Source: an optimization exercise on an open RTL-to-GDS flow (aim: small area and a short achievable clock period). Production flows keep margins and buffers that such runs may drop. Function was checked by simulation only, so behaviour that the tests miss may differ from the original.

==> run a: inputs <==
Design cmd_track_top, start of the top module:
module cmd_track_top (
   input  logic                          clk,
   input  logic                          rst_n,
   input  logic [8-1:0]         issue_tag,
   input  logic                          issue_valid,
   output logic                          issue_ready,
   output logic [$clog2(16)-1:0]        issue_slot,
   input  logic [$clog2(16)-1:0]        cpl_slot,
   input  logic                          cpl_valid,
   output logic [$clog2(16)-1:0]        to_slot,
   output logic [8-1:0]         to_tag,
   output logic [16-1:0]          to_age,
   output logic                          to_valid,
   input  logic                          to_ready,
   input  logic                          reg_we,
   input  logic [2-1:0]        reg_addr,
   input  logic [16-1:0]          reg_wdata,
   input  logic [2-1:0]        reg_addr_rd,
   output logic [16-1:0]          reg_rdata
);
localparam int N  = 16;
localparam int SW = $clog2(16);
localparam int TW = 8;
localparam int AW = 16;
cmd_track_pkg::cmd_reg_req_t   reg_req;
cmd_track_pkg::cmd_cfg_t       cfg;
assign reg_req.we = reg_we;
assign reg_req.addr = reg_addr;
assign reg_req.wdata = reg_wdata;
logic [AW-1:0]  now_q;
logic [N-1:0]   busy_q;
logic [TW-1:0]  tag_q   [N];
logic [AW-1:0]  stamp_q [N];
logic [N*N-1:0] ord_q;
logic           rec_valid_q;
logic [AW-1:0]  rec_age_q;
logic           to_valid_q;
  ...
==> module cmd_track_top, before the edit <==
module cmd_track_top (
   input  logic                          clk,
   input  logic                          rst_n,
   input  logic [8-1:0]         issue_tag,
   input  logic                          issue_valid,
   output logic                          issue_ready,
   output logic [$clog2(16)-1:0]        issue_slot,
   input  logic [$clog2(16)-1:0]        cpl_slot,
   input  logic                          cpl_valid,
   output logic [$clog2(16)-1:0]        to_slot,
   output logic [8-1:0]         to_tag,
   output logic [16-1:0]          to_age,
   output logic                          to_valid,
   input  logic                          to_ready,
   input  logic                          reg_we,
   input  logic [2-1:0]        reg_addr,
   input  logic [16-1:0]          reg_wdata,
   input  logic [2-1:0]        reg_addr_rd,
   output logic [16-1:0]          reg_rdata
);
localparam int N  = 16;
localparam int SW = $clog2(16);
localparam int TW = 8;
localparam int AW = 16;
cmd_track_pkg::cmd_reg_req_t   reg_req;
cmd_track_pkg::cmd_cfg_t       cfg;
assign reg_req.we = reg_we;
assign reg_req.addr = reg_addr;
assign reg_req.wdata = reg_wdata;
logic [AW-1:0]  now_q;
logic [N-1:0]   busy_q;
logic [TW-1:0]  tag_q   [N];
logic [AW-1:0]  stamp_q [N];
logic [N*N-1:0] ord_q;
logic           rec_valid_q;
logic [AW-1:0]  rec_age_q;
logic           to_valid_q;
logic [SW-1:0]  to_slot_q;
logic [TW-1:0]  to_tag_q;
logic [AW-1:0]  to_age_q;
logic [N-1:0]   free_oh;
logic [N-1:0]   old_oh;
logic [N-1:0]   cpl_oh;
logic [N-1:0]   clr;
logic [SW-1:0]  old_slot;
logic [TW-1:0]  old_tag;
logic [AW-1:0]  old_stamp;
logic           any_busy;
logic           cpl_hit;
logic           fire;
logic           to_fire;
always_comb
begin
   for (int i = 0; i < N; i++)
   begin
      free_oh[i] = ~busy_q[i];
      for (int j = 0; j < i; j++)
      begin
         free_oh[i] = free_oh[i] & busy_q[j];
      end
   end
end
always_comb
begin
   for (int i = 0; i < N; i++)
   begin
      old_oh[i] = busy_q[i];
      for (int j = 0; j < N; j++)
      begin
         if (j < i)
            old_oh[i] = old_oh[i] & (~busy_q[j] | ~ord_q[j*N+i]);
         else if (j > i)
            old_oh[i] = old_oh[i] & (~busy_q[j] | ord_q[i*N+j]);
      end
   end
end
always_comb
begin
   issue_slot = '0;
   old_slot = '0;
   old_tag = '0;
   old_stamp = '0;
   for (int i = 0; i < N; i++)
   begin
      issue_slot = issue_slot | (free_oh[i] ? i[SW-1:0] : '0);
      old_slot = old_slot | (old_oh[i] ? i[SW-1:0] : '0);
      old_tag = old_tag | (old_oh[i] ? tag_q[i] : '0);
      old_stamp = old_stamp | (old_oh[i] ? stamp_q[i] : '0);
   end
end
assign issue_ready = ~&busy_q;
assign any_busy = |busy_q;
always_comb
begin
   for (int i = 0; i < N; i++)
   begin
      cpl_oh[i] = cpl_valid && (cpl_slot == i[SW-1:0]);
   end
end
assign cpl_hit = |(cpl_oh & old_oh);
assign fire = cfg.en && rec_valid_q && (rec_age_q >= cfg.thresh) &&
              !to_valid_q && !cpl_hit;
assign clr = cpl_oh | (fire ? old_oh : '0);
assign to_fire = to_valid_q & to_ready;
always_ff @(posedge clk)
begin
   if (!rst_n)
   begin
      now_q <= '0;
      busy_q <= '0;
      rec_valid_q <= 1'b0;
      to_valid_q <= 1'b0;
   end
   else
   begin
      now_q <= now_q + 1'b1;
      busy_q <= (busy_q & ~clr) | (issue_valid ? free_oh : '0);
      rec_valid_q <= any_busy && !cpl_hit && !fire;
      if (fire)
      begin
         to_valid_q <= 1'b1;
      end
      else if (to_ready)
      begin
         to_valid_q <= 1'b0;
      end
   end
end
always_ff @(posedge clk)
begin
   rec_age_q <= now_q - old_stamp;
   if (fire)
   begin
      to_slot_q <= old_slot;
      to_tag_q <= old_tag;
      to_age_q <= rec_age_q;
   end
end
for (genvar i = 0; i < N; i++)
begin : g_slot
   always_ff @(posedge clk)
   begin
      if (free_oh[i])
      begin
         tag_q[i] <= issue_tag;
         stamp_q[i] <= now_q;
      end
   end
   for (genvar j = i + 1; j < N; j++)
   begin : g_ord
      always_ff @(posedge clk)
      begin
         if (free_oh[j])
            ord_q[i*N+j] <= 1'b1;
         else if (free_oh[i])
            ord_q[i*N+j] <= 1'b0;
      end
   end
end
assign to_valid = to_valid_q;
assign to_slot = to_slot_q;
assign to_tag = to_tag_q;
assign to_age = to_age_q;
cmd_track_cfg u_cfg (
   .clk          (clk),
   .rst_n        (rst_n),
   .reg_req      (reg_req),
   .reg_addr_rd  (reg_addr_rd),
   .reg_rdata    (reg_rdata),
   .cfg          (cfg),
   .to_fire      (to_fire)
);
endmodule
export LEC_CHECK = 0
export CAP_MARGIN = 20
export CORE_MARGIN = 2
export CORE_UTILIZATION = 65
export CTS_CLUSTER_DIAMETER = 80
export CTS_CLUSTER_SIZE = 25
export SLEW_MARGIN = 20
create_clock -name core_clock -period 11.5 [get_ports {clk}]
standard.sh (not shown) runs the stock make flow with config.mk's settings and CLKGATE_MAP_FILE= SYNTH_SCRIPT=/design/flow/synth_recipe.tcl, a recipe that flattens the netlist after the stock synthesis.
==> flow/flow/run.sh <==
#!/bin/bash
# The standard layout, with plain buffers (buf_1) on the ports instead of the
# delay cells buffer_ports picks by default, and timing repair aiming for
# 6.4 ns of setup slack; make's output goes to standard_flow.log, each tool's
# log stays under orfs/logs
set -euo pipefail
export BUFFER_PORTS_ARGS="-buffer_cell sky130_fd_sc_hd__buf_1"
bash standard.sh finish SETUP_SLACK_MARGIN=6.4 > standard_flow.log 2>&1
==> run b (differences from run a) <==
--- a/flow/design.v
+++ b/flow/design.v
@@ -120,5 +120,4 @@
 logic [SW-1:0]  to_slot_q;
 logic [TW-1:0]  to_tag_q;
-logic [AW-1:0]  to_age_q;
 logic [N-1:0]   free_oh;
 logic [N-1:0]   old_oh;
@@ -211,10 +210,12 @@
 always_ff @(posedge clk)
 begin
-   rec_age_q <= now_q - old_stamp;
+   if (!fire && !(to_valid_q && !to_ready))
+   begin
+      rec_age_q <= now_q - old_stamp;
+   end
    if (fire)
    begin
       to_slot_q <= old_slot;
       to_tag_q <= old_tag;
-      to_age_q <= rec_age_q;
    end
 end
@@ -243,5 +244,5 @@
 assign to_slot = to_slot_q;
 assign to_tag = to_tag_q;
-assign to_age = to_age_q;
+assign to_age = rec_age_q;
 cmd_track_cfg u_cfg (
    .clk          (clk),
==> flow/flow/run.sh (replaced) <==
#!/bin/bash
# The standard layout, with plain buffers (buf_2) on the ports instead of the
# delay cells buffer_ports picks by default, and timing repair aiming for
# 6.0 ns of setup slack; make's output goes to standard_flow.log, each tool's
# log stays under orfs/logs
set -euo pipefail
export BUFFER_PORTS_ARGS="-buffer_cell sky130_fd_sc_hd__buf_2"
bash standard.sh finish SETUP_SLACK_MARGIN=6.0 > standard_flow.log 2>&1
==> notes <==
Of run b and run a, run a has the higher worst hold slack (gap 0.0059 ns).
Of run b and run a, run b has the higher sequential share of layout area (gap 0.45 points).
Run b ran to the end with no violations. Run a completed with no timing, DRC or antenna violations.
In clock-buffer cell count, run a and run b do not differ.
Between run b and run a, the lower critical path depth is in run a (gap 3).

-- afterwards: timing with drivers on the ports --
How much do the figures lean on ideal ports? The routed layouts below were timed once more, with nothing changed but the port constraints.
Step 1, drivers: a clkbuf_16 drives clk and a buf_2 each remaining input, both assumed.
Step 2 moves the port delays by t, midway between the first and last clock arrival at a register: inputs arrive t later, outputs are due t later. That takes back most of the time a late clock gives input paths.
a / b / c = ideal / step 1 / step 2; a / b = the first two.
run	t (ns)	setup WS [ns]	worst setup path at the end
run a	0.685	6.163 / 6.121 / 6.121	input to output
run b	0.670	6.039 / 5.979 / 6.104	input to output
After both steps every run listed still meets setup and hold. The setup slack of run a, which loses most, moves by -0.042 ns with the drivers and by -0.042 ns with both steps.
